This is an optimization exercise on Yosys and OpenROAD, whose aim is small area, not a production implementation. Where RTL was checked, it was by simulation tests only, not by an equivalence proof against the original. For runs 2 to 5, only the layout was checked, not whether the RTL still works. Power figures rest on the tool's default switching activity, not on a simulated workload.

==> flow/design.v <==
package ecgr_pkg;
  localparam logic [15:0] ALPHA_RESET    = 16'd410;
  localparam logic [15:0] THRESH_RESET   = 16'd2300;
  localparam logic [15:0] REFR_RESET     = 16'd40;
  localparam logic [15:0] NUMER_RESET    = 16'd12000;
  localparam logic [7:0]  RATE_MIN_RESET = 8'd30;
  localparam logic [7:0]  RATE_MAX_RESET = 8'd220;
  localparam logic [2:0] M_INIT = 3'd0;   
  localparam logic [2:0] M_IDLE = 3'd1;
  localparam logic [2:0] M_CFG  = 3'd2;   
  localparam logic [2:0] M_FILT = 3'd3;   
  localparam logic [2:0] M_DIV  = 3'd4;   
  localparam logic [2:0] M_HUPD = 3'd5;   
  localparam logic [2:0] M_AVG  = 3'd6;   
  localparam logic [2:0] M_GSET = 3'd7;   
endpackage
module ecgr_ring #(
  parameter int L = 16
) (
  input  logic clk,
  input  logic din,
  output logic q0
);
  logic [L-1:0] r;
  always_ff @(posedge clk) r <= {din, r[L-1:1]};
  assign q0 = r[0];
endmodule
module ecg_r_peak_heart_rate (
  input  logic        clk,
  input  logic        rst,
  input  logic        sample_valid,
  output logic        sample_stall,
  input  logic [11:0] adc_sample,
  output logic        result_valid,
  input  logic        result_stall,
  output logic [11:0] filtered_sample,
  output logic        peak_flag,
  output logic        rate_updated,
  output logic [7:0]  heart_rate,
  input  logic        cfg_valid,
  output logic        cfg_ready,
  input  logic [2:0]  cfg_index,
  input  logic [15:0] cfg_data
);
  logic [4:0] ph;
  logic [2:0] mode;
  logic [3:0] pc;
  logic       last;
  logic [3:0] j;
  assign last = (ph == 5'd31);
  assign j    = ph[3:0];
  always_ff @(posedge clk) begin
    if (rst) ph <= '0;
    else     ph <= ph + 1'b1;
  end
  logic is_init, is_cfg, is_filt, is_div, is_hupd, is_avg, is_gset;
  assign is_init = (mode == ecgr_pkg::M_INIT);
  assign is_cfg  = (mode == ecgr_pkg::M_CFG);
  assign is_filt = (mode == ecgr_pkg::M_FILT);
  assign is_div  = (mode == ecgr_pkg::M_DIV);
  assign is_hupd = (mode == ecgr_pkg::M_HUPD);
  assign is_avg  = (mode == ecgr_pkg::M_AVG);
  assign is_gset = (mode == ecgr_pkg::M_GSET);
  logic f10, d0, d15;
  assign f10 = is_filt && (pc == 4'd10);
  assign d0  = is_div && (pc == 4'd0);
  assign d15 = is_div && (pc == 4'd15);
  logic m16, m8;
  assign m16 = cfg_data[j];
  assign m8  = cfg_data[j[2:0]];
  logic alpha_q, thresh_q, refr_q, numer_q, rmin_q, rmax_q;
  logic alpha_d, thresh_d, refr_d, numer_d, rmin_d, rmax_d;
  logic cfg_w;
  assign cfg_w = is_cfg;
  always_comb begin
    alpha_d  = alpha_q;
    thresh_d = thresh_q;
    refr_d   = refr_q;
    numer_d  = numer_q;
    rmin_d   = rmin_q;
    rmax_d   = rmax_q;
    if (is_init) begin
      alpha_d  = ecgr_pkg::ALPHA_RESET[j];
      thresh_d = ecgr_pkg::THRESH_RESET[j];
      refr_d   = ecgr_pkg::REFR_RESET[j];
      numer_d  = ecgr_pkg::NUMER_RESET[j];
      rmin_d   = ecgr_pkg::RATE_MIN_RESET[j[2:0]];
      rmax_d   = ecgr_pkg::RATE_MAX_RESET[j[2:0]];
    end else if (cfg_w) begin
      if (cfg_index == 3'd0) alpha_d  = m16;
      if (cfg_index == 3'd1) thresh_d = m16;
      if (cfg_index == 3'd2) refr_d   = m16;
      if (cfg_index == 3'd3) numer_d  = m16;
      if (cfg_index == 3'd4) rmin_d   = m8;
      if (cfg_index == 3'd5) rmax_d   = m8;
    end
  end
  ecgr_ring #(.L(16)) u_alpha  (.clk(clk), .din(alpha_d),  .q0(alpha_q));
  ecgr_ring #(.L(16)) u_thresh (.clk(clk), .din(thresh_d), .q0(thresh_q));
  ecgr_ring #(.L(16)) u_refr   (.clk(clk), .din(refr_d),   .q0(refr_q));
  ecgr_ring #(.L(16)) u_numer  (.clk(clk), .din(numer_d),  .q0(numer_q));
  ecgr_ring #(.L(8))  u_rmin   (.clk(clk), .din(rmin_d),   .q0(rmin_q));
  ecgr_ring #(.L(8))  u_rmax   (.clk(clk), .din(rmax_d),   .q0(rmax_q));
  logic       opbit, nextbit;
  logic [3:0] pcn, tgt;
  logic       tsel;
  assign pcn = pc + 1'b1;
  always_comb begin
    tsel = 1'b0;
    tgt  = 4'd0;
    if (is_filt) begin
      if (pc == 4'd10) begin
        tsel = 1'b1;
        tgt  = 4'd15;
      end else begin
        tgt  = pcn;
      end
    end else if (is_div) begin
      tsel = 1'b1;
      tgt  = ~pcn;
    end
  end
  always_ff @(posedge clk) begin
    if ((ph[4] || is_filt || is_div) && (j == tgt)) nextbit <= tsel ? numer_q : alpha_q;
    if (last) opbit <= nextbit;
  end
  logic [21:0] s;
  logic        s0;
  logic        s_en;
  logic        s_in;
  logic        fwin;      
  logic        xbit;
  logic [15:0] xpad;
  assign s0   = s[0];
  assign fwin = (ph >= 5'd6) && (ph <= 5'd27);
  assign xpad = {4'd0, adc_sample};
  assign xbit = ph[4] ? xpad[j] : 1'b0;
  logic [31:0] t;
  logic        t0;
  logic        t30_w, t30_d, t31_d;
  assign t0 = t[0];
  logic g0, g_d;
  logic h0q, h1q, h2q, h3q;
  logic h0d, h1d, h2d, h3d;
  logic [7:0] p;
  logic up;                     
  logic seen;
  logic [2:0] fill;
  logic pk, upd, rv;
  logic [7:0] held;
  logic fa, fb, fcin, fsum, fcout;
  always_comb begin
    fa   = (pc == 4'd0) ? s0 : t0;
    fb   = opbit ? xbit : s0;
    if (ph == 5'd28) begin
      fa = 1'b0;
      fb = 1'b0;
    end
    fcin  = (ph == 5'd6) ? 1'b0 : p[0];
    fsum  = fa ^ fb ^ fcin;
    fcout = (fa & fb) | (fa & fcin) | (fb & fcin);
  end
  logic snew, tbit;
  assign snew = opbit ? xbit : t0;
  assign tbit = ph[4] ? thresh_q : 1'b0;
  logic gcin, gapb, rb;
  assign gcin = (ph == 5'd0) ? 1'b1 : p[0];
  assign gapb = g0 ^ gcin;
  assign rb   = ph[4] ? 1'b0 : refr_q;
  logic gr_n, nz_n, big_n, gt_n, lt_n, thr_n;
  always_comb begin
    gr_n  = (gapb ^ rb) ? gapb : ((ph == 5'd0) ? 1'b0 : p[1]);
    nz_n  = ((ph == 5'd0) ? 1'b0 : p[2]) | g0;
    big_n = ((ph == 5'd0) ? 1'b0 : p[3]) | (g0 & ph[4]);
    gt_n  = (ph == 5'd6) ? 1'b0 : p[4];
    lt_n  = (ph == 5'd6) ? 1'b0 : p[5];
    thr_n = (ph == 5'd6) ? 1'b0 : p[6];
    if (snew != s0) begin
      gt_n = snew;
      lt_n = s0;
    end
    if (s0 != tbit) thr_n = s0;
  end
  logic bin, dbit, da, dsub, db, dcin, dsum, dcout, qin;
  logic rwin, qwin;
  assign rwin = (ph <= 5'd17);
  assign qwin = (ph >= 5'd24);
  always_comb begin
    bin   = (ph == 5'd0) ? 1'b1 : p[1];
    dbit  = g0 ^ bin;
    da    = (ph == 5'd0) ? opbit : (d0 ? 1'b0 : p[2]);
    dsub  = d0 ? 1'b1 : p[4];
    db    = dbit ^ dsub;
    dcin  = (ph == 5'd0) ? dsub : p[0];
    dsum  = da ^ db ^ dcin;
    dcout = (da & db) | (da & dcin) | (db & dcin);
    qin   = (ph == 5'd24) ? (p[4] & ~p[3]) : (d0 ? 1'b0 : p[2]);
  end
  logic ge_n, le_n, hi_n, in_range;
  always_comb begin
    ge_n = (ph == 5'd24) ? 1'b1 : p[6];
    le_n = (ph == 5'd24) ? 1'b1 : p[7];
    if (qin != rmin_q) ge_n = qin;
    if (qin != rmax_q) le_n = rmax_q;
    hi_n = d0 ? 1'b0 : (p[5] | t0);
    in_range = ~hi_n & ge_n & le_n;
  end
  logic       colmask;
  logic [2:0] tot;
  logic [1:0] ccin;
  logic       sbit;
  assign colmask = ~j[3];
  assign ccin    = (j == 4'd0) ? 2'd0 : p[4:3];
  assign tot     = {1'b0, ccin} + {2'b0, h0q & colmask} + {2'b0, h1q & colmask} +
                   {2'b0, h2q & colmask} + {2'b0, h3q & colmask};
  assign sbit    = tot[0];
  logic [1:0] r3, r3_n;
  assign r3 = p[6:5];
  always_comb begin
    r3_n = (j == 4'd0) ? 2'd0 : r3;
    if (sbit) begin
      if (j[0]) r3_n = (r3_n == 2'd0) ? 2'd2 : (r3_n == 2'd1) ? 2'd0 : 2'd1;
      else      r3_n = (r3_n == 2'd2) ? 2'd0 : r3_n + 2'd1;
    end
  end
  logic rj, bbin, ybit, qpv, c3in, qj, bb_n, c3_n;
  always_comb begin
    rj   = (j == 4'd0) ? r3[0] : (j == 4'd1) ? r3[1] : 1'b0;
    bbin = (j == 4'd0) ? 1'b0 : p[0];
    ybit = sbit ^ rj ^ bbin;
    qpv  = (j == 4'd0) ? 1'b0 : p[1];
    c3in = (j == 4'd0) ? 1'b0 : p[2];
    qj   = ybit ^ qpv ^ c3in;
    bb_n = (~sbit & (rj | bbin)) | (rj & bbin);
    c3_n = (qj & qpv) | (qj & c3in) | (qpv & c3in);
  end
  logic [3:0] sh_lo;
  logic       held_en, held_in;
  always_comb begin
    held_en = 1'b0;
    held_in = 1'b0;
    sh_lo   = (fill == 3'd2) ? 4'd1 : (fill == 3'd4) ? 4'd2 : 4'd0;
    if (is_init) begin
      held_en = ph[4] && !j[3];
    end else if (is_avg && ph[4]) begin
      if (fill == 3'd3) begin
        held_en = !j[3];
        held_in = qj;
      end else begin
        held_en = (j >= sh_lo) && (j < sh_lo + 4'd8);
        held_in = sbit;
      end
    end
  end
  logic peak;
  assign peak = gr_n & up & p[5] & p[6];
  always_ff @(posedge clk) begin
    if (rst) begin
      mode <= ecgr_pkg::M_INIT;
      pc   <= '0;
    end else if (last) begin
      pc <= '0;
      unique case (mode)
        ecgr_pkg::M_INIT, ecgr_pkg::M_CFG, ecgr_pkg::M_GSET: mode <= ecgr_pkg::M_IDLE;
        ecgr_pkg::M_IDLE: begin
          if (sample_valid && !rv) mode <= ecgr_pkg::M_FILT;
          else if (cfg_valid)      mode <= ecgr_pkg::M_CFG;
        end
        ecgr_pkg::M_FILT: begin
          if (pc != 4'd10) begin
            pc <= pcn;
          end else if (peak) begin
            mode <= (seen && nz_n) ? ecgr_pkg::M_DIV : ecgr_pkg::M_GSET;
          end else begin
            mode <= ecgr_pkg::M_IDLE;
          end
        end
        ecgr_pkg::M_DIV: begin
          if (pc != 4'd15) pc <= pcn;
          else mode <= in_range ? ecgr_pkg::M_HUPD : ecgr_pkg::M_GSET;
        end
        ecgr_pkg::M_HUPD: mode <= ecgr_pkg::M_AVG;
        default: mode <= ecgr_pkg::M_GSET;   
      endcase
    end
  end
  assign sample_stall = !(f10 && last);
  assign cfg_ready    = is_cfg && last;
  always_ff @(posedge clk) begin
    if (rst) begin
      up   <= 1'b0;
      seen <= 1'b0;
      fill <= '0;
      rv   <= 1'b0;
    end else begin
      if (f10 && last) up <= p[4];
      if (is_gset && last) seen <= 1'b1;
      if (is_hupd && last && fill != 3'd4) fill <= fill + 1'b1;
      if (last && ((f10 && !peak) || is_gset)) rv <= 1'b1;
      else if (!result_stall) rv <= 1'b0;
    end
  end
  assign result_valid = rv;
  always_ff @(posedge clk) begin
    if (f10 && last) begin
      pk  <= peak;
      upd <= 1'b0;
    end
    if (d15 && last) upd <= in_range;
  end
  assign peak_flag    = pk;
  assign rate_updated = upd;
  always_ff @(posedge clk) begin
    if (is_filt && !f10) begin
      p[0] <= fcout;
    end else if (f10) begin
      p[0] <= g0 & gcin;
      p[1] <= gr_n;
      p[2] <= nz_n;
      p[3] <= big_n;
      if (fwin) begin
        p[4] <= gt_n;
        p[5] <= lt_n;
        p[6] <= thr_n;
      end
    end else if (is_div) begin
      p[0] <= dcout;
      p[1] <= ~g0 & bin;
      p[2] <= t0;
      if (ph == 5'd17) p[4] <= ~dsum;
      if (last) p[5] <= hi_n;
      p[6] <= ge_n;
      p[7] <= le_n;
    end else if (is_avg) begin
      p[0]   <= bb_n;
      p[1]   <= qj;
      p[2]   <= c3_n;
      p[4:3] <= tot[2:1];
      if (!ph[4]) p[6:5] <= r3_n;
    end
  end
  always_comb begin
    s_en = 1'b0;
    s_in = s0;
    if (is_init) begin
      s_en = fwin;
      s_in = (ph == 5'd27);
    end else if (is_filt) begin
      s_en = fwin;
      s_in = (pc == 4'd10) ? snew : s0;
    end
  end
  always_ff @(posedge clk) begin
    if (s_en) s <= {s_in, s[21:1]};
  end
  assign filtered_sample = s[21:10];
  always_ff @(posedge clk) begin
    if (held_en) held <= {held_in, held[7:1]};
  end
  assign heart_rate = held;
  always_comb begin
    t30_w = 1'b0;
    t30_d = fsum;
    t31_d = t0;
    if (is_filt && pc != 4'd10 && ph >= 5'd7 && ph <= 5'd28) t30_w = 1'b1;
    if (is_div) begin
      if (rwin)      t31_d = dsum;
      else if (qwin) t31_d = qin;
    end
  end
  always_ff @(posedge clk) begin
    t[29:0] <= t[30:1];
    t[30]   <= t30_w ? t30_d : t[31];
    t[31]   <= t31_d;
  end
  always_comb begin
    g_d = g0;
    if (is_init)      g_d = 1'b0;
    else if (f10)     g_d = gapb;
    else if (is_gset) g_d = (ph == 5'd0);
  end
  ecgr_ring #(.L(32)) u_gap (.clk(clk), .din(g_d), .q0(g0));
  always_comb begin
    h0d = h0q;
    h1d = h1q;
    h2d = h2q;
    h3d = h3q;
    if (is_init) begin
      h0d = 1'b0;
      h1d = 1'b0;
      h2d = 1'b0;
      h3d = 1'b0;
    end else if (is_hupd && qwin) begin
      h0d = t0;
      h1d = h0q;
      h2d = h1q;
      h3d = h2q;
    end
  end
  ecgr_ring #(.L(8)) u_h0 (.clk(clk), .din(h0d), .q0(h0q));
  ecgr_ring #(.L(8)) u_h1 (.clk(clk), .din(h1d), .q0(h1q));
  ecgr_ring #(.L(8)) u_h2 (.clk(clk), .din(h2d), .q0(h2q));
  ecgr_ring #(.L(8)) u_h3 (.clk(clk), .din(h3d), .q0(h3q));
endmodule
==> flow/flow/run.sh <==
#!/bin/bash
set -euo pipefail
export BUFFER_PORTS_ARGS="-buffer_cell sky130_fd_sc_hd__buf_1"
export CTS_ARGS="-sink_clustering_enable -repair_clock_nets -dont_use_dummy_load -buf_list sky130_fd_sc_hd__clkbuf_4 -sink_clustering_size 10 -sink_clustering_max_diameter 50"
bash standard.sh > standard.log 2>&1
==> flow/standard.sh <==
#!/bin/bash
# synth_recipe.tcl (not shown) runs the flow's synth.tcl, then flattens the netlist and writes it again
# the make line also repeats each setting of config.mk as NAME=value (left out here)
make -C /OpenROAD-flow-scripts/flow DESIGN_CONFIG=/design/flow/config.mk WORK_HOME=/design/flow/orfs CLKGATE_MAP_FILE= SYNTH_SCRIPT=/design/flow/synth_recipe.tcl "${@:-finish}"
==> flow/config.mk <==
export PLATFORM = sky130hd
export DESIGN_NAME = ecg_r_peak_heart_rate
export DESIGN_NICKNAME = ecg_r_peak_heart_rate
export VERILOG_FILES = /design/flow/design.v
export SDC_FILE = /design/flow/constraint.sdc
export NUM_CORES = 4
export LEC_CHECK = 0
export ABC_AREA = 1
export CAP_MARGIN = 20
export CORE_MARGIN = 2
export CORE_UTILIZATION = 40
export SLEW_MARGIN = 20
==> flow/constraint.sdc <==
create_clock -name core_clock -period 10.0 [get_ports {clk}]
set_input_delay 2.0000 -clock core_clock [delete_from_list [all_inputs] [get_ports {clk}]]
set_output_delay 2.0000 -clock core_clock [all_outputs]
set_load 0.01 [all_outputs]
==> results.ini, run 1 <==
[worst_hold_path]
hp-class = reg2reg
holdCritStartpoint = u_numer.r[11]$_DFF_P_
whs_path_depth = 0
worstHoldEndpoint = u_numer.r[10]$_DFF_P_

[critical_path]
arrival_ps = 3140
cp_data_required_time_ps = 8000
critical_path.max_fanout = 22
r2r_slack_ps = 5400
worstSetupPathType = reg2out
cp-start-kind = register
ff2ff_path_depth = 13
cp-end-kind = output pin
r2r_start = ph[0]$_SDFF_PP0_
rr_endpoint = held[7]$_SDFFCE_PP0P_

[pwr]
seqPwrFrac_pct = 68.5
p_clk_share_pct = 26.6
switching_power_w = 0.0003289
p_total_w = 0.001498
ir_worst_vdd_mv = 0.1244
power_frac_comb_pct = 4.9
p_leak_nw = 3.422
internal-power_w = 0.001169
p_per_area_nw_per_um2 = 180.7
switching_share_pct = 21.96

[sta]
tns_ps = 0
fmax_mhz = 194.6
finalClockSkew_ps = 80.29
slew_viol_final = 0
min_period_ps = 5138
fin_crit_sh_pct = 51.38
setup_viol = 0
rsz0062_at_grt = no
slew_headroom_pct = 40.46
hold_viol = 0
worst_slew_pin_slew_ps = 886.3

[clock_tree]
clockBufferDepth = 3
clk_latency_ps = 630
hold_buffers = 0
cts_num_sinks = 236
cts-root-buf = clkbuf_4
cts_tree = done
cts_setup_buffers = 0
numCtsBuffers = 29
ctsResizeCount = 0
clk_pin_slew_worst_paths_ps = 100
ctsHtreeMaxLevel = 1

[yosys]
synth_area_per_cell_um2 = 10.58
synth.area.top_cells = dfxtp_1, edfxtp_1, nand2_1
yosysWarningCount = 4
synth.most_common_cell = dfxtp_1
syn-cell-area_um2 = 7674
seq_area_frac_synth_pct = 67.05
ys_async_sr_fraction_pct = 0
synth.top_cells.by_count = dfxtp_1, nand2_1, inv_1
syn_inst = 725
post_synth_num_cell_types = 42
synth_nets = 787
yosysTopAreaCell = dfxtp_1
ys_ff_latch = 236
synthFlopType = dfxtp_1
synth_top_area_share_pct = 50.61
synth_edf_count = 42

[detailed_routing]
ant_nets = 0
drt_pre_antenna_iters = 4
post_drt_wl_per_cell_um = 14.77
vias = 4961
routed_via_density = 4.826
detailedRoute.firstIterationViolations = 283
wirelength_um = 15180
drc = 0

[global_route]
grt_pass1_vias = 4760
antenna_found_initial = 1
overflow = 0
grt_pass1_wl_um = 24800
grt_max_degree = 23
grt.total_usage_pct = 15.63

[cells_and_area]
nets = 856
syn2layout_area_growth_pct = 8.038
drive_gt1_share_pct = 5.682
num-fill-cells = 1804

[placement]
portBuffers = 60
place_congestion = 0.9625
dp_hpwl_um = 10810

[die]
die_width_um = 142.5
ios = 61
die_area_um2 = 20310
die_y_um = 142.5
core_area_um2 = 18770
initial_utilization_pct = 40.89
row_count = 50

[status]
outcome = timing/DRC/antenna clean

[run]
max_cap_viol_count = 0

## cell families (layout without fill, tap and decap cells)
logic type	count (synthesis)	after routing	share of synthesized area (%)
AO/OA/AOI/OAI	119	119	8.609
XOR/XNOR	6	6	0.6848
adder cells (fa/ha/maj)	26	26	4.826
buffers and inverters	103	170	5.821
flip-flops	236	236	67.05
other	0	2	0
AND/OR/NAND/NOR	235	235	13.01
## critical path, stage by stage, from the launching register on
cell     delay (ps)
dfxtp_1         780
ha_1            360
nand2_1         100
nor2_1          110
ha_1            430
inv_1           250
nor2_2          260
inv_1            80
buf_1           130
## layer usage
metal,vias to the layer above,part of all wire (%),routed length (um),track usage [%]
li1,2489,-,-,-
met1,2321,49,7403,22.21
met2,122,44,6645,23.89
met3,29,5.2,795,3.197
met4,0,2.2,340,5.211
met5,-,0,0,0
## state kept, by name, summed over array words and instances, names as in the netlist, 3 cells and up
name	count
fill	3
u_h0.r	8
u_thresh.r	16
s	22
u_alpha.r	16
u_h3.r	8
u_refr.r	16
u_gap.r	32
ph	5
u_h2.r	8
held	8
p	8
u_rmin.r	8
u_rmax.r	8
u_numer.r	16
pc	4
u_h1.r	8
mode	3
t	32
## power groups by stage
| stage | registers, W | logic [W] | clock network, W |
|---|---|---|---|
| floorplan | 0.00104 | 0.0000548 | 0 |
| global placement | 0.00105 | 0.0000726 | 0 |
| global route | 0.00103 | 0.0000849 | 0.000464 |
| detailed placement | 0.00105 | 0.0000731 | 0 |
| finish | 0.00103 | 0.0000738 | 0.000398 |
| CTS | 0.00103 | 0.0000734 | 0.000427 |
## layout make-up
cell class	instances	area [um2]	share of cell area, %
Antenna cell	2	5.005	0.06037
Clock buffer	29	217.7	2.626
Inverter	79	296.5	3.577
Multi-Input combinational cell	386	2093	25.25
Sequential cell	236	5145	62.06
Tap cell	234	292.8	3.532
Timing Repair Buffer	62	240.2	2.898
## layout by cell type (no fill, tap or decap), types with 2 or more instances in the layout
cell type and count:
nor2_2 2, o211ai_1 6, dfxtp_1 194, inv_2 2, a21oi_1 33, ha_1 20
nand2_1 108, o22ai_1 5, nor3_1 9, nand3_1 33, clkbuf_4 29, inv_1 76
xor2_1 4, a22oi_1 2, buf_4 2, diode_2 2, edfxtp_1 42, buf_1 60
o31ai_1 2, o21ai_0 57, fa_1 6, nor2_1 69, nand4_1 5, or2_2 2
nand2_2 2, a31oi_1 4, xnor2_1 2
## how the worst max path moves through the flow
stage	start	endpoint	slack, ps	cells past startpoint
3_3_place_gp	ph[0]$_SDFF_PP0_	held[7]$_SDFFCE_PP0P_	5540	13
5_1_grt	ph[0]$_SDFF_PP0_	sample_stall	4580	8
4_1_cts	ph[0]$_SDFF_PP0_	sample_stall	4860	8
2_1_floorplan	ph[3]$_SDFF_PP0_	sample_stall	6270	8
3_5_place_dp	ph[0]$_SDFF_PP0_	held[7]$_SDFFCE_PP0P_	5480	13
6_report	ph[0]$_SDFF_PP0_	sample_stall	4860	8
## metrics by stage
stage,util (%),std cells,hold WS (ps),setup slack (ps),area (um2)
global route,44.17,1028,321.3,4581,8290
CTS,44.15,1026,320.9,4863,8285
floorplan,-,725,309.6,6265,7674
global placement,42.95,997,309.8,5536,8060
finish,44.17,1028,319.7,4862,8290
detailed placement,42.99,997,312.1,5478,8068
==> run 2, diff against run 1 <==
--- a/flow/design.v
+++ b/flow/design.v
@@ -125,6 +125,6 @@
     if (last) opbit <= nextbit;
   end
-  logic [21:0] s;
-  logic        s0;
+  logic [11:0] s_hi;        
+  logic        s0;          
   logic        s_en;
   logic        s_in;
@@ -132,5 +132,5 @@
   logic        xbit;
   logic [15:0] xpad;
-  assign s0   = s[0];
+  assign s0   = ph[4] ? s_hi[0] : t[22];
   assign fwin = (ph >= 5'd6) && (ph <= 5'd27);
   assign xpad = {4'd0, adc_sample};
@@ -138,7 +138,9 @@
   logic [31:0] t;
   logic        t0;
-  logic        t30_w, t30_d, t31_d;
+  logic        t30_w, t30_d, t31_d, t21_w, t21_d;
   assign t0 = t[0];
-  logic g0, g_d;
+  logic [31:0] g;
+  logic        g0, g_d, g15_w;
+  assign g0 = g[0];
   logic h0q, h1q, h2q, h3q;
   logic h0d, h1d, h2d, h3d;
@@ -184,9 +186,9 @@
   logic bin, dbit, da, dsub, db, dcin, dsum, dcout, qin;
   logic rwin, qwin;
-  assign rwin = (ph <= 5'd17);
-  assign qwin = (ph >= 5'd24);
+  assign rwin = (ph <= 5'd16);
+  assign qwin = ph[4] && !ph[3];
   always_comb begin
     bin   = (ph == 5'd0) ? 1'b1 : p[1];
-    dbit  = g0 ^ bin;
+    dbit  = ph[4] ? 1'b0 : (g0 ^ bin);   
     da    = (ph == 5'd0) ? opbit : (d0 ? 1'b0 : p[2]);
     dsub  = d0 ? 1'b1 : p[4];
@@ -195,14 +197,14 @@
     dsum  = da ^ db ^ dcin;
     dcout = (da & db) | (da & dcin) | (db & dcin);
-    qin   = (ph == 5'd24) ? (p[4] & ~p[3]) : (d0 ? 1'b0 : p[2]);
+    qin   = (ph == 5'd16) ? (~dsum & ~p[3]) : (d0 ? 1'b0 : p[2]);
   end
   logic ge_n, le_n, hi_n, in_range;
   always_comb begin
-    ge_n = (ph == 5'd24) ? 1'b1 : p[6];
-    le_n = (ph == 5'd24) ? 1'b1 : p[7];
+    ge_n = (ph == 5'd16) ? 1'b1 : p[6];
+    le_n = (ph == 5'd16) ? 1'b1 : p[7];
     if (qin != rmin_q) ge_n = qin;
     if (qin != rmax_q) le_n = rmax_q;
     hi_n = d0 ? 1'b0 : (p[5] | t0);
-    in_range = ~hi_n & ge_n & le_n;
+    in_range = ~p[5] & p[6] & p[7];
   end
   logic       colmask;
@@ -327,9 +329,11 @@
       p[0] <= dcout;
       p[1] <= ~g0 & bin;
-      p[2] <= t0;
-      if (ph == 5'd17) p[4] <= ~dsum;
-      if (last) p[5] <= hi_n;
-      p[6] <= ge_n;
-      p[7] <= le_n;
+      p[2] <= ph[4] ? t0 : g[16];
+      if (ph == 5'd16) p[4] <= ~dsum;
+      if (ph == 5'd23) p[5] <= hi_n;
+      if (qwin) begin
+        p[6] <= ge_n;
+        p[7] <= le_n;
+      end
     end else if (is_avg) begin
       p[0]   <= bb_n;
@@ -344,15 +348,15 @@
     s_in = s0;
     if (is_init) begin
-      s_en = fwin;
+      s_en = fwin && ph[4];
       s_in = (ph == 5'd27);
     end else if (is_filt) begin
-      s_en = fwin;
+      s_en = fwin && ph[4];
       s_in = (pc == 4'd10) ? snew : s0;
     end
   end
   always_ff @(posedge clk) begin
-    if (s_en) s <= {s_in, s[21:1]};
+    if (s_en) s_hi <= {s_in, s_hi[11:1]};
   end
-  assign filtered_sample = s[21:10];
+  assign filtered_sample = s_hi;
   always_ff @(posedge clk) begin
     if (held_en) held <= {held_in, held[7:1]};
@@ -364,12 +368,13 @@
     t31_d = t0;
     if (is_filt && pc != 4'd10 && ph >= 5'd7 && ph <= 5'd28) t30_w = 1'b1;
-    if (is_div) begin
-      if (rwin)      t31_d = dsum;
-      else if (qwin) t31_d = qin;
-    end
+    if (is_div && qwin) t31_d = qin;
+    t21_w = (is_init || f10) && fwin && !ph[4];
+    t21_d = is_init ? 1'b0 : snew;
   end
   always_ff @(posedge clk) begin
-    t[29:0] <= t[30:1];
-    t[30]   <= t30_w ? t30_d : t[31];
+    t[20:0]  <= t[21:1];
+    t[21]    <= t21_w ? t21_d : t[22];
+    t[29:22] <= t[30:23];
+    t[30]    <= t30_w ? t30_d : t[31];
     t[31]   <= t31_d;
   end
@@ -380,5 +385,10 @@
     else if (is_gset) g_d = (ph == 5'd0);
   end
-  ecgr_ring #(.L(32)) u_gap (.clk(clk), .din(g_d), .q0(g0));
+  assign g15_w = is_div && (ph <= 5'd15);
+  always_ff @(posedge clk) begin
+    g[14:0]  <= g[15:1];
+    g[15]    <= g15_w ? dsum : g[16];
+    g[31:16] <= {g_d, g[31:17]};
+  end
   always_comb begin
     h0d = h0q;
==> flow/flow/run.sh (replaced) <==
#!/bin/bash
# The standard layout (standard.sh) with these changes:
#  - synthesis maps the logic with an area-only ABC script (flow/area.abc) instead of ORFS's
#    abc_area.script; everything else in synthesis, the registers included, is unchanged;
#  - ports are buffered with the smallest buffer (buf_1);
#  - the clock tree is built from clkbuf_4 without dummy loads.
# Logs: own_synth.log is not separate; make's whole output goes to standard.log and ORFS
# writes each step's log under orfs/logs/.
set -euo pipefail
HERE=$(pwd)
{
  printf '%s\n' 'proc abc {args} {'
  printf '%s\n' '  set i [lsearch -exact $args -script]'
  printf '%s\n' '  if {$i >= 0} { lset args [expr {$i + 1}] $::env(OWN_ABC_SCRIPT) }'
  printf '%s\n' '  yosys abc {*}$args'
  printf '%s\n' '}'
  cat synth_recipe.tcl
} > own_synth.tcl
sed -E "s#SYNTH_SCRIPT=[^ ]+#SYNTH_SCRIPT=$HERE/own_synth.tcl#" standard.sh > own_standard.sh
export OWN_ABC_SCRIPT="$HERE/flow/area.abc"
export BUFFER_PORTS_ARGS="-buffer_cell sky130_fd_sc_hd__buf_1"
export CTS_ARGS="-sink_clustering_enable -repair_clock_nets -dont_use_dummy_load -buf_list sky130_fd_sc_hd__clkbuf_4 -sink_clustering_size 8 -sink_clustering_max_diameter 40"
bash own_standard.sh > standard.log 2>&1
==> flow/flow/area.abc (new file) <==
strash
dch
map -a
topo
==> run 2 against run 1 <==
Against the previous run: fmax is 0.88% lower; worst hold slack worse by 44 ps; first-iteration DRC count grew 8.5%; sequential power fell by 5%; total power down 0.18%; clock power grew 13%; routed wire length rose by 4.2%; still clean on timing, DRC and antenna; die area shrank 6.2%; setup slack got worse by 46 ps.
==> results.ini, run 2 <==
[critical_path]
cp_cell_sequence = ha_1 -> clkinv_1 -> nor2_1 -> ha_1 -> clkinv_1 -> nor2_1 -> clkinv_1 -> buf_1
worstSetupPathType = reg2out
cpPeakStageDelay_ps = 670
critical_path.max_fanout = 17
cp-end-kind = output pin
cp-start-kind = register
cp_data_required_time_ps = 8000
crit_family = buffers and inverters
critPathSlowestCell = dfxtp_1
arrival_ps = 3180
cp_common_cell = clkinv_1
path_buf_inv = 4
r2r_slack_ps = 4940

[yosys]
synth.top_cells.by_count = dfxtp_1, nor2_1, clkinv_1
synth_nets = 735
ys_async_sr_fraction_pct = 0
synth_area_per_cell_um2 = 10.71
seq_area_frac_synth_pct = 67.44
synth.most_common_cell = dfxtp_1
synth.area.top_cells = dfxtp_1, edfxtp_1, nor2_1
syn_inst = 671
post_synth_num_cell_types = 33
syn-cell-area_um2 = 7183
synth_edf_count = 32
yosysWarningCount = 3
ys_ff_latch = 226
yosysTopAreaCell = dfxtp_1
synthFlopType = dfxtp_1
synth_top_area_share_pct = 54.07

[pwr]
ir_worst_vdd_mv = 0.1077
p_leak_nw = 3.007
p_per_area_nw_per_um2 = 186.3
p_total_w = 0.001495

[clock_tree]
ctsHtreeMaxLevel = 2
clk_latency_ps = 600
clk_pin_slew_worst_paths_ps = 80
cts_num_sinks = 226
clockBufferDepth = 3
cts_setup_buffers = 0
ctsResizeCount = 0
numCtsBuffers = 39
cts_tree = done
cts-root-buf = clkbuf_4
hold_buffers = 0

[detailed_routing]
drc = 0
detailedRoute.firstIterationViolations = 307
drt_pre_antenna_iters = 5
wirelength_um = 15820
ant_nets = 0
post_drt_wl_per_cell_um = 15.75
vias = 5072
routed_via_density = 5.052

[placement]
place_congestion = 0.9160
dp_hpwl_um = 11480
dp_slack_ps = 4929
portBuffers = 60

[sta]
fin_crit_sh_pct = 51.84
hold_viol = 0
slew_headroom_pct = 34.81
tns_ps = 0
setup_viol = 0
worst_slew_pin_slew_ps = 970.4
fmax_mhz = 192.9
finalClockSkew_ps = 76.72
setup_slack_ps = 4816
slew_viol_final = 0
rsz0062_at_grt = no
min_period_ps = 5184

[die]
die_width_um = 138.0
initial_utilization_pct = 40.40
row_count = 49
ios = 61
die_area_um2 = 19050
die_y_um = 138.0
core_area_um2 = 17780

[global_route]
antenna_found_initial = 1
grt.total_usage_pct = 16.80
grt_pass1_wl_um = 25880
grt_pass1_vias = 5049
overflow = 0
grt_max_degree = 23

[cells_and_area]
final_cell_mix = dfxtp_1, nor2_1, clkinv_1, nand2_1, o21ai_0
syn2layout_area_growth_pct = 11.72
fin_util_pct = 45.14
mostFrequentLayoutCell = dfxtp_1
drive_gt1_share_pct = 6.072
top_regs = g (32), t (32)
num-fill-cells = 1731
nets = 840

[run]
max_cap_viol_count = 0

[status]
outcome = timing/DRC/antenna clean

[worst_hold_path]
hp-class = reg2reg

## run 2: cell types whose count changed after synthesis, moves of 12 or more
cell      change
inv_1        -76
nand3_1      -20
nand2_1      -43
clkinv_1     +71
nor2_1       +31
buf_4        -12
## run 2: cell type report
cell class / count / area [um2] / share of cell area [%]
flip-flops and latches: 226 / 4845 / 60.37
clock buffers: 39 / 292.8 / 3.648
repair buffers: 64 / 255.2 / 3.181
inverters: 72 / 270.3 / 3.368
well taps: 229 / 286.5 / 3.570
diodes: 1 / 2.502 / 0.03118
multi-input cells: 373 / 2073 / 25.83
## run 2: logic make-up after synthesis
| group | share of synthesized area (%) |
|---|---|
| DFF | 67.44 |
| muxes | 0.1394 |
| AOI/OAI and AO/OA | 10.85 |
| buffers and inverters | 3.762 |
| and+or+nand+nor | 11.69 |
| adders and majority gates | 5.504 |
| xor gates and xnor gates | 0.6098 |
## run 2: where the power goes
part / switching, W / leakage, nW / internal, W
combinational: 0.0000461 / 0.953 / 0.0000251
clock: 0.000271 / 0.179 / 0.000179
sequential: 0.0000138 / 1.87 / 0.000960
total: 0.000331 / 3.01 / 0.00116
## run 2: through the flow
| stage | area [um2] | hold slack [ps] | instances |
|---|---|---|---|
| after floorplan | 7183 | 309.6 | 671 |
| after global placement | 7730 | 310.0 | 964 |
| after detailed placement | 7730 | 312.1 | 964 |
| after CTS | 8023 | 280.4 | 1003 |
| after global routing | 8025 | 277.8 | 1004 |
| final | 8025 | 276.0 | 1004 |
## run 2: final timing paths
check                                 startpoint        endpoint  cells past startpoint
worst max register to register  ph[0]$_SDFF_PP0_  p[1]$_DFFE_PP_                     13
worst min register to register     g[11]$_DFF_P_   g[10]$_DFF_P_                      0
worst min-delay path               g[11]$_DFF_P_   g[10]$_DFF_P_                      0
worst max-delay path            ph[0]$_SDFF_PP0_    sample_stall                      8
## run 2: layer usage
metal  vias to the layer above  share of wire [%]  wire (um)  track usage [%]
met2                       194                 45       7188            26.16
li1                       2480                  -          -                -
met1                      2369                 46       7304            23.26
met4                         0                2.0        314            5.371
met3                        29                6.4       1011            4.053
met5                         -                  0          0                0
==> run 3, diff against run 2 <==
--- a/flow/config.mk
+++ b/flow/config.mk
@@ -9,4 +9,4 @@
 export CAP_MARGIN = 20
 export CORE_MARGIN = 2
-export CORE_UTILIZATION = 40
+export CORE_UTILIZATION = 70
 export SLEW_MARGIN = 20
==> run 3 against run 2 <==
Against the previous run: critical path type unchanged; still clean; area after synthesis unchanged; via count increased by 5.5%; routed wire length increased by 4.4%; fmax decreased by 2.6%; largest power group unchanged; flip-flop and latch count unchanged; setup slack got worse by 140 ps; clock skew decreased by 12 ps; critical path depth unchanged; non-clock buffer count decreased by 2; total power increased by 0.31%.
==> results.ini, run 3 <==
[sta]
slew_headroom_pct = 28.20
fin_crit_sh_pct = 53.21
hold_viol = 0
fmax_mhz = 187.9
tns_ps = 0
holdWs_ps = 289.8
setup_slack_ps = 4679
finalClockSkew_ps = 64.55
slew_viol_final = 0
rsz0062_at_grt = no
setup_viol = 0
min_period_ps = 5321
worst_slew_pin_slew_ps = 1069

[placement]
placedCellCount = 866
dp_slack_ps = 4909
portBuffers = 60
place_congestion = 0.9210
dp_hpwl_um = 11570

[pwr]
p_per_area_nw_per_um2 = 190.3
ir_worst_vdd_mv = 0.1479
p_leak_nw = 2.989

[die]
die_width_um = 105.3
row_count = 36
die_area_um2 = 11090
ios = 61
initial_utilization_pct = 72.82
die_y_um = 105.3
core_area_um2 = 9864

[cells_and_area]
drive_gt1_share_pct = 5.584
nets = 836
top_regs = g (32), t (32)
n_antenna_cell = 0
syn2layout_area_growth_pct = 9.702
stdcell_count = 903
num-fill-cells = 607
regArea_um2 = 4845
multi_input_area_um2 = 2081
mostFrequentLayoutCell = dfxtp_1
final_cell_mix = dfxtp_1, nor2_1, clkinv_1, nand2_1, o21ai_0

[yosys]
yosysWarningCount = 3
synth_edf_count = 32
syn-cell-area_um2 = 7183
yosysTopAreaCell = dfxtp_1
post_synth_num_cell_types = 33
synth_top_family_by_area = simple AND/OR/NAND/NOR gates
synthXorXnorAreaFrac_pct = 0.6096
synthAdderAreaFrac_pct = 5.504
synthFlopType = dfxtp_1
synth_simple_gate_area_share_pct = 11.69
ys_ff_latch = 226
seq_area_frac_synth_pct = 67.44
synth_area_per_cell_um2 = 10.71
synth_top_area_share_pct = 54.07
syn_inst = 671
synthMuxAreaShare_pct = 0.1393
synth_compound_area_share_pct = 10.85
synth_nets = 735
synth.most_common_cell = dfxtp_1
synth.top_cells.by_count = dfxtp_1, nor2_1, clkinv_1
synth.area.top_cells = dfxtp_1, edfxtp_1, nor2_1
ys_async_sr_fraction_pct = 0

[clock_tree]
cts_num_sinks = 226
numCtsBuffers = 37
cts_setup_buffers = 0
clk_pin_slew_worst_paths_ps = 100
ctsHtreeMaxLevel = 2
cts_tree = done
ctsResizeCount = 0
cts-root-buf = clkbuf_4
clk_latency_ps = 580
clockBufferDepth = 3
hold_buffers = 0

[detailed_routing]
drt_pre_antenna_iters = 8
vias = 5350
ant_nets = 0
wirelength_um = 16510
post_drt_wl_per_cell_um = 18.28
routed_via_density = 5.925
detailedRoute.firstIterationViolations = 470
drc = 0

[critical_path]
cp_data_required_time_ps = 8000
path_buf_inv = 4
worstSetupPathType = reg2out
arrival_ps = 3320
crit_family = flip-flops
critPathSlowestCell = dfxtp_1
cpPeakStageDelay_ps = 760
critical_path.max_fanout = 17
cp_common_cell = clkinv_1
cp_cell_sequence = ha_1 -> clkinv_1 -> nor2_1 -> ha_1 -> clkinv_1 -> nor2_1 -> clkinv_1 -> buf_1
cp-start-kind = register
cp-end-kind = output pin

[status]
outcome = timing/DRC/antenna clean

[run]
max_cap_viol_count = 0

[global_route]
overflow = 0
grt_pass1_wl_um = 26320
antenna_found_initial = 0
grt.total_usage_pct = 30.29
grt_pass1_vias = 5338
grt_max_degree = 23

[worst_hold_path]
hp-class = reg2reg

[run 3: final timing paths]
check / depth (start not counted) / to / slack, ps / start
min reg2reg: 0 / u_thresh.r[8]$_DFF_P_ / 290 / u_thresh.r[9]$_DFF_P_
max reg2reg: 13 / p[1]$_DFFE_PP_ / 4790 / ph[0]$_SDFF_PP0_
min: 0 / u_thresh.r[8]$_DFF_P_ / 290 / u_thresh.r[9]$_DFF_P_
max: 8 / sample_stall / 4680 / ph[0]$_SDFF_PP0_
[run 3: cells by family (layout without fill, tap and decap cells)]
kind of cell,Yosys count,in the layout
compound gates,134,134
simple gates,205,205
xor+xnor,5,5
flops,226,226
buf+inv,72,171
fa+ha+maj,28,28
mux,1,1
[run 3: cell type report]
cell class                      instances  area share, %
Inverter                               72          3.430
Sequential cell                       226          61.48
Tap cell                              133          2.112
Multi-Input combinational cell        373          26.41
Clock buffer                           37          3.525
Timing Repair Buffer                   62          3.049
[run 3: metrics by stage]
stage / util, % / power, W / cell area [um2]
CTS: 79.81 / 0.001505 / 7873
finish: 79.88 / 0.001500 / 7880
floorplan: - / 0.001036 / 7183
detailed placement: 76.99 / 0.001066 / 7595
global placement: 76.99 / 0.001059 / 7595
global route: 79.88 / 0.001554 / 7880
[run 3: power breakdown]
part | total [W] | internal [W] | leakage (nW) | switching, W
sequential | 0.000976 | 0.000960 | 1.87 | 0.0000164
clock | 0.000451 | 0.000171 | 0.170 | 0.000280
combinational | 0.0000729 | 0.0000250 | 0.945 | 0.0000479
[run 3: layer usage]
metal	global-route usage, %	part of all wire, %
met1	40.57	40
met3	6.308	9.9
met5	0	0
met2	48.34	47
met4	12.38	2.9
==> run 4, diff against run 3 <==
--- a/flow/config.mk
+++ b/flow/config.mk
@@ -9,4 +9,4 @@
 export CAP_MARGIN = 20
 export CORE_MARGIN = 2
-export CORE_UTILIZATION = 70
+export CORE_UTILIZATION = 80
 export SLEW_MARGIN = 20
==> run 4 against run 3 <==
Against the previous run: still clean; clock power shrank 2%; utilization grew 9.9 points; critical path depth is the same; clock skew grew 5.5 ps; fmax grew 2.7%; sequential power is essentially flat; largest cell class unchanged; highest routed layer unchanged.
==> results.ini, run 4 <==
[yosys]
yosysTopAreaCell = dfxtp_1
synth_edf_count = 32
ys_ff_latch = 226
synth_top_area_share_pct = 54.07
ys_async_sr_fraction_pct = 0
synth.most_common_cell = dfxtp_1
synth.top_cells.by_count = dfxtp_1, nor2_1, clkinv_1
post_synth_num_cell_types = 33
synth_area_per_cell_um2 = 10.71
seq_area_frac_synth_pct = 67.44
synth_nets = 735
yosysWarningCount = 3
synth.area.top_cells = dfxtp_1, edfxtp_1, nor2_1
syn_inst = 671
synthFlopType = dfxtp_1
syn-cell-area_um2 = 7183

[global_route]
antenna_found_initial = 0
grt_pass1_vias = 5570
grt_max_degree = 23
overflow = 0
grt.total_usage_pct = 38.97
grt_pass1_wl_um = 29100

[detailed_routing]
routed_via_density = 6.412
ant_nets = 0
wirelength_um = 18340
post_drt_wl_per_cell_um = 20.93
detailedRoute.firstIterationViolations = 865
drc = 0
drt_pre_antenna_iters = 7
vias = 5617

[critical_path]
cp-end-kind = output pin
cp_common_cell = clkinv_1
cp-start-kind = register
worstSetupPathType = reg2out
path_buf_inv = 4
cp_data_required_time_ps = 8000
cp_cell_sequence = ha_1 -> clkinv_1 -> nor2_1 -> ha_1 -> clkinv_1 -> nor2_1 -> clkinv_1 -> buf_1
critPathSlowestCell = dfxtp_1
arrival_ps = 3180
cpPeakStageDelay_ps = 710
crit_family = buffers and inverters
critical_path.max_fanout = 17

[sta]
tns_ps = 0
min_period_ps = 5182
setup_viol = 0
fin_crit_sh_pct = 51.82
slew_headroom_pct = 41.45
rsz0062_at_grt = no
finalClockSkew_ps = 70.07
hold_viol = 0
worst_slew_pin_slew_ps = 871.6
fmax_mhz = 193.0
slew_viol_final = 0

[cells_and_area]
syn2layout_area_growth_pct = 8.953
drive_gt1_share_pct = 5.339
top_regs = g (32), t (32)
mostFrequentLayoutCell = dfxtp_1
n_antenna_cell = 0
final_cell_mix = dfxtp_1, nor2_1, clkinv_1, nand2_1, o21ai_0
nets = 834

[pwr]
ir_worst_vdd_mv = 0.1556
p_per_area_nw_per_um2 = 190.7
p_leak_nw = 2.979
p_total_w = 0.001493

[clock_tree]
cts-root-buf = clkbuf_4
hold_buffers = 0
ctsResizeCount = 0
ctsHtreeMaxLevel = 2
clk_latency_ps = 580
cts_num_sinks = 226
cts_setup_buffers = 0
clk_pin_slew_worst_paths_ps = 90
cts_tree = done
numCtsBuffers = 34
clockBufferDepth = 3

[die]
die_width_um = 98.76
ios = 61
core_area_um2 = 8721
initial_utilization_pct = 82.37
die_y_um = 98.76
row_count = 34
die_area_um2 = 9753

[placement]
portBuffers = 60
dp_hpwl_um = 12620
place_congestion = 0.9590

[worst_hold_path]
hp-class = reg2reg

[status]
outcome = timing/DRC/antenna clean

[run]
max_cap_viol_count = 0

run 4: per-layer routing:
layer | GRT usage (%) | vias to the layer above | wire, um
li1 | - | 2460 | -
met1 | 48.25 | 2491 | 6462
met2 | 63.83 | 527 | 8528
met3 | 8.936 | 139 | 2064
met4 | 21.18 | 0 | 1284
met5 | 0 | - | 0
run 4: through the flow:
stage	worst slack [ps]	util [%]	hold slack, ps	instances	area [um2]
after detailed placement	5024	86.73	312.1	841	7564
after global placement	5245	86.73	309.6	841	7564
final	4818	89.74	299.2	876	7826
after CTS	4921	89.66	283.3	875	7819
after global routing	4513	89.74	285.8	876	7826
after floorplan	5594	-	309.6	671	7183
run 4: layout make-up:
type | instances | area, um2
Sequential cell | 226 | 4845
Inverter | 72 | 270.3
Multi-Input combinational cell | 373 | 2073
Timing Repair Buffer | 63 | 247.7
Clock buffer | 34 | 255.2
Tap cell | 108 | 135.1
Fill cell | 370 | 894.6
run 4: report_power, final:
part	total (W)	switching (W)	internal, W
Clock	0.000440	0.000282	0.000158
Sequential	0.000978	0.0000181	0.000960
Combinational	0.0000751	0.0000501	0.0000250
run 4: cell families after synthesis:
kind of cell | after synthesis | synth area share [%]
and+or+nand+nor | 205 | 11.69
adders and majority gates | 28 | 5.504
xor gates and xnor gates | 5 | 0.6098
muxes | 1 | 0.1394
AOI/OAI and AO/OA | 134 | 10.85
buffers and inverters | 72 | 3.762
DFF | 226 | 67.44
run 4: path summary, 6_finish.rpt:
| kind | slack [ps] | from | cells past startpoint | end |
|---|---|---|---|---|
| worst max register to register | 4870 | ph[0]$_SDFF_PP0_ | 13 | p[1]$_DFFE_PP_ |
| worst max-delay path | 4820 | ph[0]$_SDFF_PP0_ | 8 | sample_stall |
| worst min-delay path | 300 | u_rmin.r[7]$_DFF_P_ | 0 | u_rmin.r[6]$_DFF_P_ |
| worst min register to register | 300 | u_rmin.r[7]$_DFF_P_ | 0 | u_rmin.r[6]$_DFF_P_ |
==> run 5, diff against run 4 <==
--- a/flow/flow/run.sh
+++ b/flow/flow/run.sh
@@ -20,4 +20,4 @@
 export OWN_ABC_SCRIPT="$HERE/flow/area.abc"
 export BUFFER_PORTS_ARGS="-buffer_cell sky130_fd_sc_hd__buf_1"
-export CTS_ARGS="-sink_clustering_enable -repair_clock_nets -dont_use_dummy_load -buf_list sky130_fd_sc_hd__clkbuf_4 -sink_clustering_size 8 -sink_clustering_max_diameter 40"
+export CTS_ARGS="-sink_clustering_enable -repair_clock_nets -dont_use_dummy_load -buf_list sky130_fd_sc_hd__clkbuf_4 -sink_clustering_size 10 -sink_clustering_max_diameter 50"
 bash own_standard.sh > standard.log 2>&1
--- a/flow/config.mk
+++ b/flow/config.mk
@@ -9,4 +9,4 @@
 export CAP_MARGIN = 20
 export CORE_MARGIN = 2
-export CORE_UTILIZATION = 80
+export CORE_UTILIZATION = 60
 export SLEW_MARGIN = 20
==> run 5 against run 4 <==
Against the previous run: cell area is 0.30% lower; clock skew is 13 ps lower; die area is 32% higher; worst hold slack worse by 6.9 ps; fmax is 1.6% lower; clock power is 16% lower; first-iteration DRC count is 46% lower; combinational power is 5.2% lower; via count is 10% lower; register-to-register slack worse by 70 ps; largest power group unchanged.
==> results.ini, run 5 <==
[clock_tree]
ctsHtreeMaxLevel = 1
cts-root-buf = clkbuf_4
clockBufferDepth = 3
cts_setup_buffers = 0
numCtsBuffers = 26
hold_buffers = 0
clk_pin_slew_worst_paths_ps = 110
cts_tree = done
cts_num_sinks = 226
clk_latency_ps = 630
ctsResizeCount = 0

[global_route]
overflow = 0
antenna_found_initial = 0
grt_max_degree = 23
grt_pass1_wl_um = 24470
grt_pass1_vias = 4994
grt.total_usage_pct = 24.26

[critical_path]
worstSetupPathType = reg2out
cp_common_cell = clkinv_1
ff2ff_path_depth = 13
arrival_ps = 3260
cpPeakStageDelay_ps = 730
cp_data_required_time_ps = 8000
rr_endpoint = p[1]$_DFFE_PP_
critPathSlowestCell = dfxtp_1
cp-end-kind = output pin
cp_cell_sequence = ha_1 -> clkinv_1 -> nor2_1 -> ha_1 -> clkinv_1 -> nor2_1 -> clkinv_1 -> buf_1
r2r_start = ph[0]$_SDFF_PP0_
cp-start-kind = register
r2r_slack_ps = 4800
critical_path.max_fanout = 17

[detailed_routing]
wirelength_um = 15320
detailedRoute.firstIterationViolations = 465
drt_pre_antenna_iters = 6
vias = 5044
routed_via_density = 5.592
post_drt_wl_per_cell_um = 16.98
drc = 0
ant_nets = 0

[placement]
dpl_cell_area_um2 = 7607
place_congestion = 0.8964
dp_hpwl_um = 11210
placedCellCount = 876
portBuffers = 60

[yosys]
yosysTopAreaCell = dfxtp_1
yosysWarningCount = 3
synth_area_per_cell_um2 = 10.71
syn_inst = 671
synth.most_common_cell = dfxtp_1
syn-cell-area_um2 = 7183
synth_nets = 735
ys_async_sr_fraction_pct = 0
synthFlopType = dfxtp_1
ys_ff_latch = 226
synth.top_cells.by_count = dfxtp_1, nor2_1, clkinv_1
post_synth_num_cell_types = 33
synth_edf_count = 32
seq_area_frac_synth_pct = 67.44
synth.area.top_cells = dfxtp_1, edfxtp_1, nor2_1
synth_top_area_share_pct = 54.07

[pwr]
p_leak_nw = 2.937
p_total_w = 0.001416
ir_worst_vdd_mv = 0.1657
p_per_area_nw_per_um2 = 181.4

[sta]
setup_viol = 0
finalClockSkew_ps = 57.07
slew_headroom_pct = 26.15
rsz0062_at_grt = no
worst_slew_pin_slew_ps = 1106
min_period_ps = 5264
fin_crit_sh_pct = 52.64
fmax_mhz = 190.0
slew_viol_final = 0
tns_ps = 0
holdWs_ps = 292.3
hold_viol = 0

[die]
row_count = 39
die_y_um = 113.4
die_width_um = 113.4
initial_utilization_pct = 62.11
core_area_um2 = 11560
ios = 61
die_area_um2 = 12860

[cells_and_area]
syn2layout_area_growth_pct = 8.622
stdcell_count = 902
final_cell_mix = dfxtp_1, nor2_1, clkinv_1, nand2_1, o21ai_0
n_antenna_cell = 0
multi_input_area_um2 = 2073
nets = 825
finalInstanceArea_um2 = 7802
drive_gt1_share_pct = 4.216
regArea_um2 = 4845
num-fill-cells = 892
mostFrequentLayoutCell = dfxtp_1
top_regs = g (32), t (32)

[worst_hold_path]
worstHoldEndpoint = u_rmin.r[1]$_DFF_P_
hp-class = reg2reg
holdCritStartpoint = u_rmin.r[2]$_DFF_P_
whs_path_depth = 0

[status]
outcome = timing/DRC/antenna clean

[run]
max_cap_viol_count = 0

run 5: cell counts after synthesis:
No cell type changed its count.
run 5: worst max path at each step:
stage	startpoint	to	slack (ps)	depth (start not counted)
after global placement	ph[0]$_SDFF_PP0_	p[1]$_DFFE_PP_	5230	13
after CTS	ph[0]$_SDFF_PP0_	sample_stall	4730	8
after global routing	ph[0]$_SDFF_PP0_	p[1]$_DFFE_PP_	4450	13
after detailed placement	ph[0]$_SDFF_PP0_	p[1]$_DFFE_PP_	4960	13
after floorplan	ph[0]$_SDFF_PP0_	p[1]$_DFFE_PP_	5590	13
final	ph[0]$_SDFF_PP0_	sample_stall	4740	8
run 5: worst max-delay path: cells and delay by family, from the launching register on:
family                     cells  cell delay (ps)
and+or+nand+nor                2              500
adders and majority gates      2              650
DFF                            1              730
buffers and inverters          4              760
run 5: power by group:
part / switching, W / internal [W]
Combinational: 0.0000463 / 0.0000249
Sequential: 0.0000145 / 0.000960
Clock: 0.000250 / 0.000120
run 5: layer usage:
layer | up-vias | wire (um) | track usage [%]
li1 | 2446 | - | -
met1 | 2344 | 6706 | 32.08
met2 | 223 | 7150 | 40.40
met3 | 31 | 1127 | 5.420
met4 | 0 | 331 | 7.236
met5 | - | 0 | 0
run 5: kinds of logic (layout without fill, tap and decap cells):
family,count (synthesis),count (layout),synth area share [%]
simple gates,205,205,11.69
xor+xnor,5,5,0.6098
compound gates,134,134,10.85
mux,1,1,0.1394
fa+ha+maj,28,28,5.504
buf+inv,72,160,3.762
flops,226,226,67.44
run 5: layout make-up:
| class | count | share of cell area [%] |
|---|---|---|
| Sequential cell | 226 | 62.09 |
| Multi-Input combinational cell | 373 | 26.57 |
| Inverter | 72 | 3.464 |
| Timing Repair Buffer | 62 | 3.079 |
| Clock buffer | 26 | 2.502 |
| Tap cell | 143 | 2.293 |
run 5: per-stage QoR:
stage	setup WS, ps	utilization, %
2_1_floorplan	5594	-
3_3_place_gp	5232	65.78
3_5_place_dp	4962	65.78
4_1_cts	4728	67.47
5_1_grt	4452	67.47
6_report	4736	67.47
==> run 6, diff against run 5 <==
--- a/flow/design.v
+++ b/flow/design.v
@@ -214,7 +214,16 @@
   assign colmask = ~j[3];
   assign ccin    = (j == 4'd0) ? 2'd0 : p[4:3];
-  assign tot     = {1'b0, ccin} + {2'b0, h0q & colmask} + {2'b0, h1q & colmask} +
-                   {2'b0, h2q & colmask} + {2'b0, h3q & colmask};
-  assign sbit    = tot[0];
+  logic hm0, hm1, hm2, hm3, fs1, fc1, fc2;
+  assign hm0 = h0q & colmask;
+  assign hm1 = h1q & colmask;
+  assign hm2 = h2q & colmask;
+  assign hm3 = h3q & colmask;
+  assign fs1    = hm0 ^ hm1 ^ hm2;
+  assign fc1    = (hm0 & hm1) | (hm0 & hm2) | (hm1 & hm2);
+  assign tot[0] = hm3 ^ fs1 ^ ccin[0];
+  assign fc2    = (hm3 & fs1) | (hm3 & ccin[0]) | (fs1 & ccin[0]);
+  assign tot[1] = fc1 ^ fc2 ^ ccin[1];
+  assign tot[2] = (fc1 & fc2) | (fc1 & ccin[1]) | (fc2 & ccin[1]);
+  assign sbit   = tot[0];
   logic [1:0] r3, r3_n;
   assign r3 = p[6:5];
@@ -237,20 +246,24 @@
     c3_n = (qj & qpv) | (qj & c3in) | (qpv & c3in);
   end
-  logic [3:0] sh_lo;
-  logic       held_en, held_in;
+  logic held_en, held_in, win0, win1, win2;
+  assign win0 = !j[3];
+  assign win1 = (j[3:1] != 3'd0 || j[0]) && (j[3:1] == 3'd0 || !j[3] || j[2:0] == 3'd0);
+  assign win2 = (j[3:1] != 3'd0) && (!j[3] || j[2:1] == 2'd0);
   always_comb begin
     held_en = 1'b0;
     held_in = 1'b0;
-    sh_lo   = (fill == 3'd2) ? 4'd1 : (fill == 3'd4) ? 4'd2 : 4'd0;
     if (is_init) begin
-      held_en = ph[4] && !j[3];
+      held_en = ph[4] && win0;
     end else if (is_avg && ph[4]) begin
-      if (fill == 3'd3) begin
-        held_en = !j[3];
-        held_in = qj;
-      end else begin
-        held_en = (j >= sh_lo) && (j < sh_lo + 4'd8);
-        held_in = sbit;
-      end
+      held_in = sbit;
+      unique case (fill)
+        3'd2:    held_en = win1;
+        3'd3: begin
+          held_en = win0;
+          held_in = qj;
+        end
+        3'd4:    held_en = win2;
+        default: held_en = win0;
+      endcase
     end
   end
==> run 6 against run 5 <==
Against the previous run: still clean on timing, DRC and antenna; flip-flop and latch count is the same; setup slack worse by 110 ps; cell area is 0.24% higher; non-clock buffer count rose by 2; sequential power grew 0.7%; utilization is 0.45 points higher; routed wire length rose by 3.5%; total power increased by 1.5%; die area down 0.25%; register-to-register slack gained 50 ps; critical path depth stayed put.
==> results.ini, run 6 <==
[critical_path]
cp-start-kind = register
r2r_start = ph[0]$_SDFF_PP0_
cp_data_required_time_ps = 8000
rr_endpoint = p[6]$_DFFE_PP_
cp-end-kind = output pin
ff2ff_path_depth = 20
arrival_ps = 3370
r2r_slack_ps = 4850
worstSetupPathType = reg2out
critical_path.max_fanout = 22

[cells_and_area]
mostFrequentLayoutCell = dfxtp_1
stdcell_count = 901
num-fill-cells = 920
syn2layout_area_growth_pct = 9.169
final_cell_mix = dfxtp_1, nor2_1, clkinv_1, o21ai_0, buf_1
regArea_um2 = 4845
fin_util_pct = 67.92
drive_gt1_share_pct = 5.013
nets = 823
multi_input_area_um2 = 2051
top_regs = g (32), t (32)
n_antenna_cell = 0

[pwr]
p_per_area_nw_per_um2 = 183.7
p_leak_nw = 2.940
ir_worst_vdd_mv = 0.1667

[clock_tree]
cts-root-buf = clkbuf_4
ctsResizeCount = 0
ctsHtreeMaxLevel = 1
numCtsBuffers = 28
cts_tree = done
hold_buffers = 0
clk_latency_ps = 660
clk_pin_slew_worst_paths_ps = 100
cts_num_sinks = 226
cts_setup_buffers = 0
clockBufferDepth = 3

[yosys]
syn-cell-area_um2 = 7164
synth.area.top_cells = dfxtp_1, edfxtp_1, nor2_1
synth_top_area_share_pct = 54.21
ys_ff_latch = 226
synth_edf_count = 32
yosysTopAreaCell = dfxtp_1
synth.most_common_cell = dfxtp_1
synth_nets = 729
post_synth_num_cell_types = 34
seq_area_frac_synth_pct = 67.62
synth.top_cells.by_count = dfxtp_1, nor2_1, clkinv_1
synthFlopType = dfxtp_1
synth_area_per_cell_um2 = 10.76
syn_inst = 666
ys_async_sr_fraction_pct = 0
yosysWarningCount = 3

[detailed_routing]
drc = 0
wirelength_um = 15850
detailedRoute.firstIterationViolations = 406
vias = 5031
ant_nets = 0
routed_via_density = 5.584
drt_pre_antenna_iters = 5
post_drt_wl_per_cell_um = 17.59

[run]
max_cap_viol_count = 0

[sta]
holdWs_ps = 283.0
rsz0062_at_grt = no
worst_slew_pin_slew_ps = 897.7
finalClockSkew_ps = 80.38
fmax_mhz = 186.1
setup_viol = 0
slew_viol_final = 0
tns_ps = 0
fin_crit_sh_pct = 53.75
slew_headroom_pct = 40.16
hold_viol = 0
setup_slack_ps = 4625
min_period_ps = 5375

[die]
row_count = 39
die_area_um2 = 12830
initial_utilization_pct = 62.21
die_width_um = 113.3
ios = 61
die_y_um = 113.3
core_area_um2 = 11520

[global_route]
grt.total_usage_pct = 25.08
busiest_layer = met2
use_met1_pct = 33.03
grt.met3_usage_pct = 4.392
grt_pass1_vias = 4923
grt_max_degree = 23
antenna_found_initial = 0
use_met2_pct = 41.88
grt_pass1_wl_um = 24930
overflow = 0

[worst_hold_path]
holdCritStartpoint = u_alpha.r[14]$_DFF_P_
whs_path_depth = 0
worstHoldEndpoint = u_alpha.r[13]$_DFF_P_
hp-class = reg2reg

[placement]
place_congestion = 0.9422
dp_hpwl_um = 11440
dp_slack_ps = 5003
portBuffers = 60
placedCellCount = 873

[status]
outcome = timing/DRC/antenna clean

==> run 6: changes by cell type after synthesis, moves of 3 or more <==
cell,change
a21oi_1,-6
clkinv_1,+3
nand2_1,-7
nand3_1,+7
nor2_1,+6
nor3_1,-5
o22ai_1,-3
==> run 6: cell families after synthesis <==
| family | synth area share, % |
|---|---|
| buf+inv | 3.929 |
| simple gates | 11.32 |
| fa+ha+maj | 5.344 |
| compound gates | 10.86 |
| xor+xnor | 0.6114 |
| flops | 67.62 |
| mux | 0.3143 |
==> run 6: cell type report <==
| cell class | instances | area share (%) |
|---|---|---|
| multi-input cells | 365 | 26.22 |
| repair buffers | 64 | 3.263 |
| well taps | 143 | 2.288 |
| clock buffers | 28 | 2.688 |
| inverters | 75 | 3.599 |
| flip-flops and latches | 226 | 61.94 |
==> run 6: report_power, final <==
part | internal [W] | switching [W] | total, W
logic | 0.0000260 | 0.0000470 | 0.0000730
registers | 0.000965 | 0.0000162 | 0.000981
clock network | 0.000128 | 0.000255 | 0.000383
==> run 6: critical path, cell delays in order (launching register included) <==
cell and delay (ps):
dfxtp_1 780, ha_1 380, nand2_1 80, nor2_1 170
ha_1 400, clkinv_1 300, nor2_1 350, clkinv_1 140
buf_1 150
==> run 6: worst max-delay path by stage <==
stage | start | to | slack, ps | depth (start not counted)
after floorplan | ph[0]$_SDFF_PP0_ | p[6]$_DFFE_PP_ | 5780 | 20
after global placement | ph[0]$_SDFF_PP0_ | p[6]$_DFFE_PP_ | 5230 | 20
after detailed placement | ph[0]$_SDFF_PP0_ | p[6]$_DFFE_PP_ | 5000 | 20
after CTS | ph[0]$_SDFF_PP0_ | sample_stall | 4620 | 8
after global routing | ph[0]$_SDFF_PP0_ | p[6]$_DFFE_PP_ | 4310 | 20
final | ph[0]$_SDFF_PP0_ | sample_stall | 4630 | 8
==> run 6: layer usage <==
layer,vias up,wire length [um]
li1,2429,-
met1,2324,6739
met2,249,7571
met3,29,1198
met4,0,342
met5,-,0
==> run 6: metrics by stage <==
stage,area [um2],total power [W]
floorplan,7164,0.001042
global placement,7604,0.001068
detailed placement,7604,0.001073
CTS,7814,0.001452
global route,7821,0.001501
finish,7821,0.001437
==> run 7, diff against run 6 <==
--- a/flow/flow/run.sh
+++ b/flow/flow/run.sh
@@ -20,4 +20,4 @@
 export OWN_ABC_SCRIPT="$HERE/flow/area.abc"
 export BUFFER_PORTS_ARGS="-buffer_cell sky130_fd_sc_hd__buf_1"
-export CTS_ARGS="-sink_clustering_enable -repair_clock_nets -dont_use_dummy_load -buf_list sky130_fd_sc_hd__clkbuf_4 -sink_clustering_size 10 -sink_clustering_max_diameter 50"
+export CTS_ARGS="-sink_clustering_enable -repair_clock_nets -dont_use_dummy_load -buf_list sky130_fd_sc_hd__clkbuf_8 -sink_clustering_size 16 -sink_clustering_max_diameter 60"
 bash own_standard.sh > standard.log 2>&1
==> run 7 against run 6 <==
Against the previous run: non-clock buffer count unchanged; critical endpoint unchanged; cell area increased by 0.38%; largest cell class unchanged; fmax increased by 3.0%; routed wire length decreased by 1.7%; critical path type unchanged; total power increased by 2.2%; clock power increased by 8.4%; utilization increased by 0.26 points.
==> results.ini, run 7 <==
[yosys]
synth_nets = 729
post_synth_num_cell_types = 34
syn_inst = 666
seq_area_frac_synth_pct = 67.62
synth_top_area_share_pct = 54.21
ys_ff_latch = 226
synth_edf_count = 32
ys_async_sr_fraction_pct = 0
synth.most_common_cell = dfxtp_1
yosysWarningCount = 3
synth.area.top_cells = dfxtp_1, edfxtp_1, nor2_1
yosysTopAreaCell = dfxtp_1
synth.top_cells.by_count = dfxtp_1, nor2_1, clkinv_1
synth_area_per_cell_um2 = 10.76
syn-cell-area_um2 = 7164
synthFlopType = dfxtp_1

[placement]
portBuffers = 60
dp_slack_ps = 5003
place_congestion = 0.9422
dp_hpwl_um = 11440

[critical_path]
cp_cell_sequence = ha_1 -> nand2_1 -> nor2_1 -> ha_1 -> clkinv_1 -> nor2_1 -> clkinv_1 -> buf_1
critPathSlowestCell = dfxtp_1
cp_data_required_time_ps = 8000
arrival_ps = 3220
cp-start-kind = register
critical_path.max_fanout = 22
worstSetupPathType = reg2out
cpPeakStageDelay_ps = 780
crit_family = flip-flops
path_buf_inv = 3
cp-end-kind = output pin

[die]
die_y_um = 113.3
ios = 61
core_area_um2 = 11520
die_area_um2 = 12830
initial_utilization_pct = 62.21
die_width_um = 113.3
row_count = 39

[sta]
min_period_ps = 5218
setup_slack_ps = 4782
fin_crit_sh_pct = 52.18
slew_headroom_pct = 29.77
slew_viol_final = 0
finalClockSkew_ps = 22.58
setup_viol = 0
rsz0062_at_grt = no
tns_ps = 0
worst_slew_pin_slew_ps = 1052
holdWs_ps = 319.6
fmax_mhz = 191.7
hold_viol = 0

[cells_and_area]
nets = 813
final_cell_mix = dfxtp_1, nor2_1, clkinv_1, o21ai_0, buf_1
fin_util_pct = 68.18
syn2layout_area_growth_pct = 9.588
drive_gt1_share_pct = 3.743
mostFrequentLayoutCell = dfxtp_1
top_regs = g (32), t (32)
n_antenna_cell = 0

[detailed_routing]
routed_via_density = 5.568
drt_pre_antenna_iters = 5
ant_nets = 0
vias = 4961
detailedRoute.firstIterationViolations = 372
drc = 0
wirelength_um = 15590
post_drt_wl_per_cell_um = 17.50

[status]
outcome = timing/DRC/antenna clean

[global_route]
antenna_found_initial = 0
grt_pass1_vias = 4856
grt_pass1_wl_um = 24410
grt.total_usage_pct = 24.49
overflow = 0
grt_max_degree = 23

[pwr]
p_leak_nw = 2.939
p_per_area_nw_per_um2 = 187.0
ir_worst_vdd_mv = 0.1565

[clock_tree]
clk_pin_slew_worst_paths_ps = 90
clk_latency_ps = 500
hold_buffers = 0
ctsResizeCount = 0
cts-root-buf = clkbuf_8
cts_setup_buffers = 0
clockBufferDepth = 3
cts_num_sinks = 226
ctsHtreeMaxLevel = 1
cts_tree = done
numCtsBuffers = 18

[run]
max_cap_viol_count = 0

[worst_hold_path]
hp-class = reg2reg

[run 7: power breakdown]
| group | internal (W) | switching [W] | total (W) | leakage [nW] |
|---|---|---|---|---|
| Combinational | 0.0000260 | 0.0000466 | 0.0000726 | 0.934 |
| Sequential | 0.000964 | 0.0000160 | 0.000980 | 1.88 |
| Clock | 0.000162 | 0.000253 | 0.000415 | 0.129 |
| Total | 0.00115 | 0.000316 | 0.00147 | 2.94 |
[run 7: routing by layer]
metal	wire length, um	up-vias	global-route usage (%)
met5	0	-	0
met4	580	0	10.65
met3	1029	52	3.856
met2	7183	215	40.12
met1	6798	2299	32.50
li1	-	2395	-
[run 7: stage by stage]
step	std cells	total power, W	area, um2
floorplan	666	0.001042	7164
global placement	873	0.001068	7604
detailed placement	873	0.001073	7604
CTS	891	0.001481	7851
global route	891	0.001526	7851
finish	891	0.001468	7851
[run 7: cell type report]
type,count,area (um2)
Sequential cell,226,4845
Fill cell,920,3665
Multi-Input combinational cell,365,2043
Inverter,75,281.5
Timing Repair Buffer,64,255.2
Clock buffer,18,247.7
Tap cell,143,178.9
[run 7: cell families after synthesis]
group,after synthesis,synth area share (%)
DFF,226,67.62
and+or+nand+nor,201,11.32
AOI/OAI and AO/OA,130,10.86
buffers and inverters,75,3.929
adders and majority gates,27,5.344
xor gates and xnor gates,5,0.6114
muxes,2,0.3143
[run 7: final timing paths]
path	cells past startpoint	start	slack (ps)	endpoint
worst max-delay path	8	ph[0]$_SDFF_PP0_	4780	sample_stall
worst min-delay path	0	u_rmin.r[4]$_DFF_P_	320	u_rmin.r[3]$_DFF_P_
worst max register to register	20	ph[0]$_SDFF_PP0_	4880	p[6]$_DFFE_PP_
worst min register to register	0	u_rmin.r[4]$_DFF_P_	320	u_rmin.r[3]$_DFF_P_
